What follows belongs to an exercise in optimizing a design on an open flow for small area and a short achievable clock period; a production flow would make more cautious choices.
Only simulation tests tie the RTL to the original design; equivalence was not proved.

## grad_top
module grad_top (
    input  wire logic        clk,
    input  wire logic        rst,
    input  wire logic        in_valid,
    input  wire logic        sof,
    input  wire logic [7:0]  pixel,
    output logic             out_valid,
    output logic [32:0]      grad
);
Size: about 2400 cells after synthesis, roughly 720 flip-flops, about 46 I/O pins.
Settings: LEC_CHECK=0, CAP_MARGIN=20, CORE_MARGIN=2, CORE_UTILIZATION=75, CTS_CLUSTER_DIAMETER=80, CTS_CLUSTER_SIZE=20, SLEW_MARGIN=20; clock period 26.0 ns.
standard.sh (not shown) runs the stock make flow with config.mk's settings and CLKGATE_MAP_FILE= SYNTH_SCRIPT=/design/flow/synth_recipe.tcl, a recipe that flattens the netlist after the stock synthesis.
==> flow/flow/run.sh <==
#!/bin/bash
# The standard layout, with the port buffers made from buf_4 cells instead of the
# resizer's default pick (a delay cell), so that the ports are not slowed down.
set -euo pipefail
export BUFFER_PORTS_ARGS="-buffer_cell sky130_fd_sc_hd__buf_4"
bash standard.sh > standard.log 2>&1
Next try:
==> flow/flow/run.sh (replaced) <==
#!/bin/bash
# The standard layout, with the port buffers made from buf_4 cells instead of the
# resizer's default pick (a delay cell), and clkbuf_8 cells at the clock tree's leaves.
set -euo pipefail
export BUFFER_PORTS_ARGS="-buffer_cell sky130_fd_sc_hd__buf_4"
export CTS_ARGS="-sink_clustering_enable -repair_clock_nets -sink_clustering_size 16 -sink_clustering_max_diameter 80 -buf_list {sky130_fd_sc_hd__clkbuf_8 sky130_fd_sc_hd__clkbuf_16} -root_buf sky130_fd_sc_hd__clkbuf_16 -sink_clustering_buffer sky130_fd_sc_hd__clkbuf_8"
bash standard.sh > standard.log 2>&1
--- a/flow/config.mk
+++ b/flow/config.mk
@@ -11,3 +11,3 @@
 export CTS_CLUSTER_DIAMETER = 80
-export CTS_CLUSTER_SIZE = 20
+export CTS_CLUSTER_SIZE = 25
 export SLEW_MARGIN = 20
The changed run produced a clean layout; synthesized cell count does not change; utilization decreases by 0.66 points; worst setup slack degrades by 7.2 ps; synthesized area stays the same.
Next try:
==> flow/flow/run.sh (replaced) <==
#!/bin/bash
# The standard layout, with the port buffers made from buf_4 cells instead of the
# resizer's default pick (a delay cell), so that the ports are not slowed down.
set -euo pipefail
export BUFFER_PORTS_ARGS="-buffer_cell sky130_fd_sc_hd__buf_4"
bash standard.sh > standard.log 2>&1
What happened: Flip-flop and latch count is unchanged. Cell count went down by 0.63%. Wire length went up by 2.1%.
Next try:
==> flow/flow/run.sh (replaced) <==
#!/bin/bash
# The standard layout, with the port buffers made from buf_2 cells instead of the
# resizer's default pick (a delay cell), and clkbuf_8 cells at the clock tree's leaves.
set -euo pipefail
export BUFFER_PORTS_ARGS="-buffer_cell sky130_fd_sc_hd__buf_2"
export CTS_ARGS="-sink_clustering_enable -repair_clock_nets -sink_clustering_size 20 -sink_clustering_max_diameter 60 -buf_list {sky130_fd_sc_hd__clkbuf_8 sky130_fd_sc_hd__clkbuf_16} -root_buf sky130_fd_sc_hd__clkbuf_16 -sink_clustering_buffer sky130_fd_sc_hd__clkbuf_8"
bash standard.sh > standard.log 2>&1
Result: The new run finished with timing, DRC and antenna clean. Wire length is lower by 3.3%. Cell area is lower by 0.57%. Clock-buffer cell count is higher by 1.


## build 68
Another version of the RTL of grad_top (not shown whole).
Size in the first run: about 2700 cells after synthesis, about 620 flip-flops, roughly 46 I/O pins.
clock: 26.0 ns
lec_check: 0
cap_margin: 20
core_margin: 2
core_utilization: 70
cts_cluster_diameter: 80
cts_cluster_size: 25
place_density: 0.75
slew_margin: 20
run.sh (not shown) runs the stock make flow with config.mk's settings and CLKGATE_MAP_FILE= SYNTH_SCRIPT=/design/flow/synth_recipe.tcl, a recipe that flattens the netlist after the stock synthesis.
Stock flow here: none of the scripts above is used.
## Diff of input files: build 7 against build 68
# build 68
export LEC_CHECK = 0
export CAP_MARGIN = 20
export CORE_MARGIN = 2
export CORE_UTILIZATION = 70
export CTS_CLUSTER_DIAMETER = 80
export CTS_CLUSTER_SIZE = 25
export PLACE_DENSITY = 0.75
export SLEW_MARGIN = 20
create_clock -name core_clock -period 26.0 [get_ports {clk}]
# build 7
export LEC_CHECK = 0
export CAP_MARGIN = 20
export CORE_MARGIN = 2
export CORE_UTILIZATION = 80
export CTS_CLUSTER_DIAMETER = 80
export CTS_CLUSTER_SIZE = 25
export PLACE_DENSITY = 0.85
export SLEW_MARGIN = 20
create_clock -name core_clock -period 26.0 [get_ports {clk}]
[summary]
Across build 68 and build 7, the outcome is the same: a clean finish for every run. As of build 7, total of clock buffers placed in the layout had risen by more than 10% compared to build 68. Comparing build 68 and build 7, post-synthesis to final-layout area growth is higher on build 7. Register fraction of the total cell area essentially unchanged between build 7 and build 68. The number of tapcells reported for build 7 is smaller than that of build 68 by about 13%. [build 7] met3 track utilization from global routing rose 4.7 points relative to build 68. Die area of build 7 falls short of that of build 68 by more than 10%. XOR/XNOR share of the synthesized area came out exactly the same in build 68 and build 7. CTS clock-pin slew for the worst setup and hold paths across build 68 and build 7: no real change. Compared with build 68, build 7 degrades post-detailed-routing wire length.
The inputs of build 73 differ from those of build 7 as listed below.
# build 7
export LEC_CHECK = 0
export CAP_MARGIN = 20
export CORE_MARGIN = 2
export CORE_UTILIZATION = 80
export CTS_CLUSTER_DIAMETER = 80
export CTS_CLUSTER_SIZE = 25
export PLACE_DENSITY = 0.85
export SLEW_MARGIN = 20
create_clock -name core_clock -period 26.0 [get_ports {clk}]
# build 73
export LEC_CHECK = 0
export CAP_MARGIN = 20
export CORE_MARGIN = 2
export CORE_UTILIZATION = 65
export SLEW_MARGIN = 20
create_clock -name core_clock -period 26.0 [get_ports {clk}]
Notes after the runs:
Build 73 finished every step from synthesis to the final layout, and the layout passed the timing, design-rule and antenna checks.
Fmax | build 73 vs build 7 | build 73 faster
Build 7 has lower final area than build 73.
Build 73 against build 7: non-filler instance count after layout rose 188, overall die width rose about 11%.
Across both runs, clock-pin slew on the worst setup and hold paths was lower for build 73 than for build 7.
Setup changes, build 73 to build 32
# build 73
export LEC_CHECK = 0
export CAP_MARGIN = 20
export CORE_MARGIN = 2
export CORE_UTILIZATION = 65
export SLEW_MARGIN = 20
create_clock -name core_clock -period 26.0 [get_ports {clk}]
# build 32
export LEC_CHECK = 0
export CAP_MARGIN = 20
export CORE_MARGIN = 2
export CORE_UTILIZATION = 65
export CTS_CLUSTER_DIAMETER = 90
export CTS_CLUSTER_SIZE = 30
export SLEW_MARGIN = 20
create_clock -name core_clock -period 26.0 [get_ports {clk}]
Taking build 73 as the reference, in build 32 wire length of the first global-routing pass saw a decrease; total clock buffers created by CTS down 35; cell area after synthesis saw little to no change.
Build 32 -> build 73: count of inverters other than clock inverters in the layout delta 0, exact match
Build 32: utilization is 3.0 points lower than what build 73 reported.
On design area, the lower figure sits with build 32, not build 73.
Looking at DRC violation total after the first TritonRoute iteration across build 32 and build 73, the one that comes out higher is build 73.


## east
grad_top again, from the RTL that the note above started with.
==> flow/config.mk <==
export PLATFORM = sky130hd
export DESIGN_NAME = grad_top
export DESIGN_NICKNAME = grad_top
export VERILOG_FILES = /design/flow/design.v
export SDC_FILE = /design/flow/constraint.sdc
export NUM_CORES = 4
export LEC_CHECK = 0
export CAP_MARGIN = 20
export CORE_MARGIN = 2
export CORE_UTILIZATION = 65
export CTS_CLUSTER_DIAMETER = 80
export CTS_CLUSTER_SIZE = 25
export SLEW_MARGIN = 20
==> flow/constraint.sdc <==
create_clock -name core_clock -period 26.0 [get_ports {clk}]
set_input_delay 5.2000 -clock core_clock [delete_from_list [all_inputs] [get_ports {clk}]]
set_output_delay 5.2000 -clock core_clock [all_outputs]
set_load 0.01 [all_outputs]
Setup changes, east to middle
==> flow/flow/run.sh (new file) <==
#!/bin/bash
# The standard layout, with the port buffers made from buf_4 cells instead of the
# resizer's default pick (a delay cell), so that the ports are not slowed down.
set -euo pipefail
export BUFFER_PORTS_ARGS="-buffer_cell sky130_fd_sc_hd__buf_4"
bash standard.sh > standard.log 2>&1
==> flow/standard.sh (new file) <==
#!/bin/bash
# synth_recipe.tcl (not shown) runs the flow's synth.tcl, then flattens the netlist and writes it again
# the make line also repeats each setting of config.mk as NAME=value (left out here)
make -C /OpenROAD-flow-scripts/flow DESIGN_CONFIG=/design/flow/config.mk WORK_HOME=/design/flow/orfs CLKGATE_MAP_FILE= SYNTH_SCRIPT=/design/flow/synth_recipe.tcl "${@:-finish}"
removed: flow/run.sh
Results
[compare] base=east new=middle: weighted congestion at the end of routability-driven global placement climbed 1.5%; largest stage delay on the critical path saw a decrease; number of buffers added by the clock tree synthesis step shows an increase of 3; arrival time reported for the critical path endpoint went up.
On worst-path maximum fanout: between east and middle, it ends up lower for east.
east has a lower global-route usage than middle.
Status: final area parity (east, middle)
Of east and middle, the run reporting the higher clock buffer and inverter area fraction after layout was middle.
Share of the final layout cell area in sequential cells: middle vs east, no meaningful difference
Clock period minus worst slack: east vs middle, no meaningful difference


Another version of the RTL of grad_top (not shown whole).
Size: ~2400 cells after synthesis, roughly 730 flip-flops, ~46 I/O pins, roughly 0.030 mm2 of cells after synthesis.
Settings: LEC_CHECK=0, CAP_MARGIN=20, CORE_MARGIN=2, CORE_UTILIZATION=85, CTS_CLUSTER_DIAMETER=80, CTS_CLUSTER_SIZE=25, SLEW_MARGIN=20; clock period 26.0 ns.
standard.sh (not shown) runs the stock make flow with config.mk's settings and CLKGATE_MAP_FILE= SYNTH_SCRIPT=/design/flow/synth_recipe.tcl, a recipe that flattens the netlist after the stock synthesis.
==> flow/flow/run.sh <==
#!/bin/bash
# The standard layout, with the port buffers made from buf_4 cells instead of the
# resizer's default pick (a delay cell), so that the ports are not slowed down.
set -euo pipefail
export BUFFER_PORTS_ARGS="-buffer_cell sky130_fd_sc_hd__buf_4"
bash standard.sh > standard.log 2>&1
The first run produced a clean layout.
Change:
CORE_UTILIZATION = 65   (was 85)
CTS_CLUSTER_DIAMETER = 60   (was 80)
CTS_CLUSTER_SIZE = 35   (was 25)
Outcome: The changed run completed without violations. Routed wire length goes down by a quarter to a third. Worst setup slack gets better by 0.029 ns. Die area goes up by a quarter to a third. Cell area goes up by a few percent. Area after synthesis is unchanged. Non-clock buffer count goes down by 2.
Change:
==> flow/flow/run.sh (replaced) <==
#!/bin/bash
# The standard layout, with the port buffers made from buf_4 cells instead of the
# resizer's default pick (a delay cell), and a clock tree with fewer levels.
set -euo pipefail
export BUFFER_PORTS_ARGS="-buffer_cell sky130_fd_sc_hd__buf_4"
export CTS_ARGS="-sink_clustering_enable -repair_clock_nets -sink_clustering_size 25 -sink_clustering_max_diameter 80 -distance_between_buffers 1000 -branching_point_buffers_distance 1000"
bash standard.sh > standard.log 2>&1
CTS_CLUSTER_DIAMETER = 80   (was 60)
CTS_CLUSTER_SIZE = 25   (was 35)
Result: Global-route usage came out lower by 0.26 points. Setup slack improves by 0.028 ns. Final area came out lower by 1.5%. Routed wire length came out lower by 0.86%. Non-clock buffer count came out lower by 1.
Change:
==> flow/flow/run.sh (replaced) <==
#!/bin/bash
# The standard layout, with the port buffers made from buf_4 cells instead of the
# resizer's default pick (a delay cell), so that the ports are not slowed down.
set -euo pipefail
export BUFFER_PORTS_ARGS="-buffer_cell sky130_fd_sc_hd__buf_4"
bash standard.sh > standard.log 2>&1
Hold slack is unchanged.
Non-clock buffer count stays the same.
Fmax is unchanged.
Core utilization stays the same.
Change:
CORE_UTILIZATION = 75   (was 65)
=> The changed run produced a clean layout; die area came out lower by 13%; global-route usage goes up by 5.2 points; cell area is lower by about 0.6%; register-to-register slack loses 0.08 ns; worst setup slack improved by 0.0087 ns; via count rose by 3.4%; worst hold slack hardly moves.

## port drivers added, routing unchanged
In the flow no input, the clock included, has a driving cell. The finished layouts below were timed again as built, in two steps. Step 1 sets driving cells, clkbuf_16 on the clock port and buf_2 on the other inputs (assumed; they add their load-dependent delay and slew). Step 2 moves the port delays by t, midway between the first and last clock arrival at a register: inputs arrive t later, outputs are due t later. That takes back most of the time a late clock gives input paths. Three values: no drivers, after step 1, after step 2; two values: the first two.
run	t (ns)	setup WS [ns]	worst setup path after step 2	slew at the worst register clock pin (ns)	cell pins on the clock port's net
the first run of note 1	0.625	19.794 / 19.736 / 20.337	input to register	0.09 / 0.09	1
the second run of note 1	0.630	19.787 / 19.727 / 20.345	input to register	0.11 / 0.11	1
the third run of note 1	0.621	19.785 / 19.726 / 20.331	input to register	0.10 / 0.10	1
the fourth run of note 1	0.615	19.779 / 19.725 / 20.270	input to register	0.12 / 0.12	1
build 68	0.657	19.304 / 19.266 / 19.304	register to register	0.10 / 0.10	1
build 7	0.629	19.081 / 19.081 / 19.081	register to register	0.11 / 0.11	1
build 73	0.675	19.296 / 19.237 / 19.473	register to register	0.07 / 0.07	1
build 32	0.651	19.294 / 19.237 / 19.514	register to register	0.12 / 0.12	1
east	0.663	19.280 / 19.221 / 19.503	register to register	0.10 / 0.10	1
middle	0.627	19.279 / 19.279 / 19.279	register to register	0.09 / 0.09	1
the first run of note 4	0.612	19.723 / 19.723 / 19.723	register to register	0.11 / 0.11	1
the second run of note 4	0.645	19.752 / 19.696 / 20.322	input to register	0.10 / 0.10	1
the third run of note 4	0.623	19.779 / 19.725 / 20.329	input to register	0.10 / 0.10	1
the fourth run of note 4	0.623	19.779 / 19.725 / 20.329	input to register	0.10 / 0.10	1
the fifth run of note 4	0.625	19.788 / 19.730 / 20.296	input to register	0.10 / 0.10	1
After both steps setup and hold are still met in every run listed.
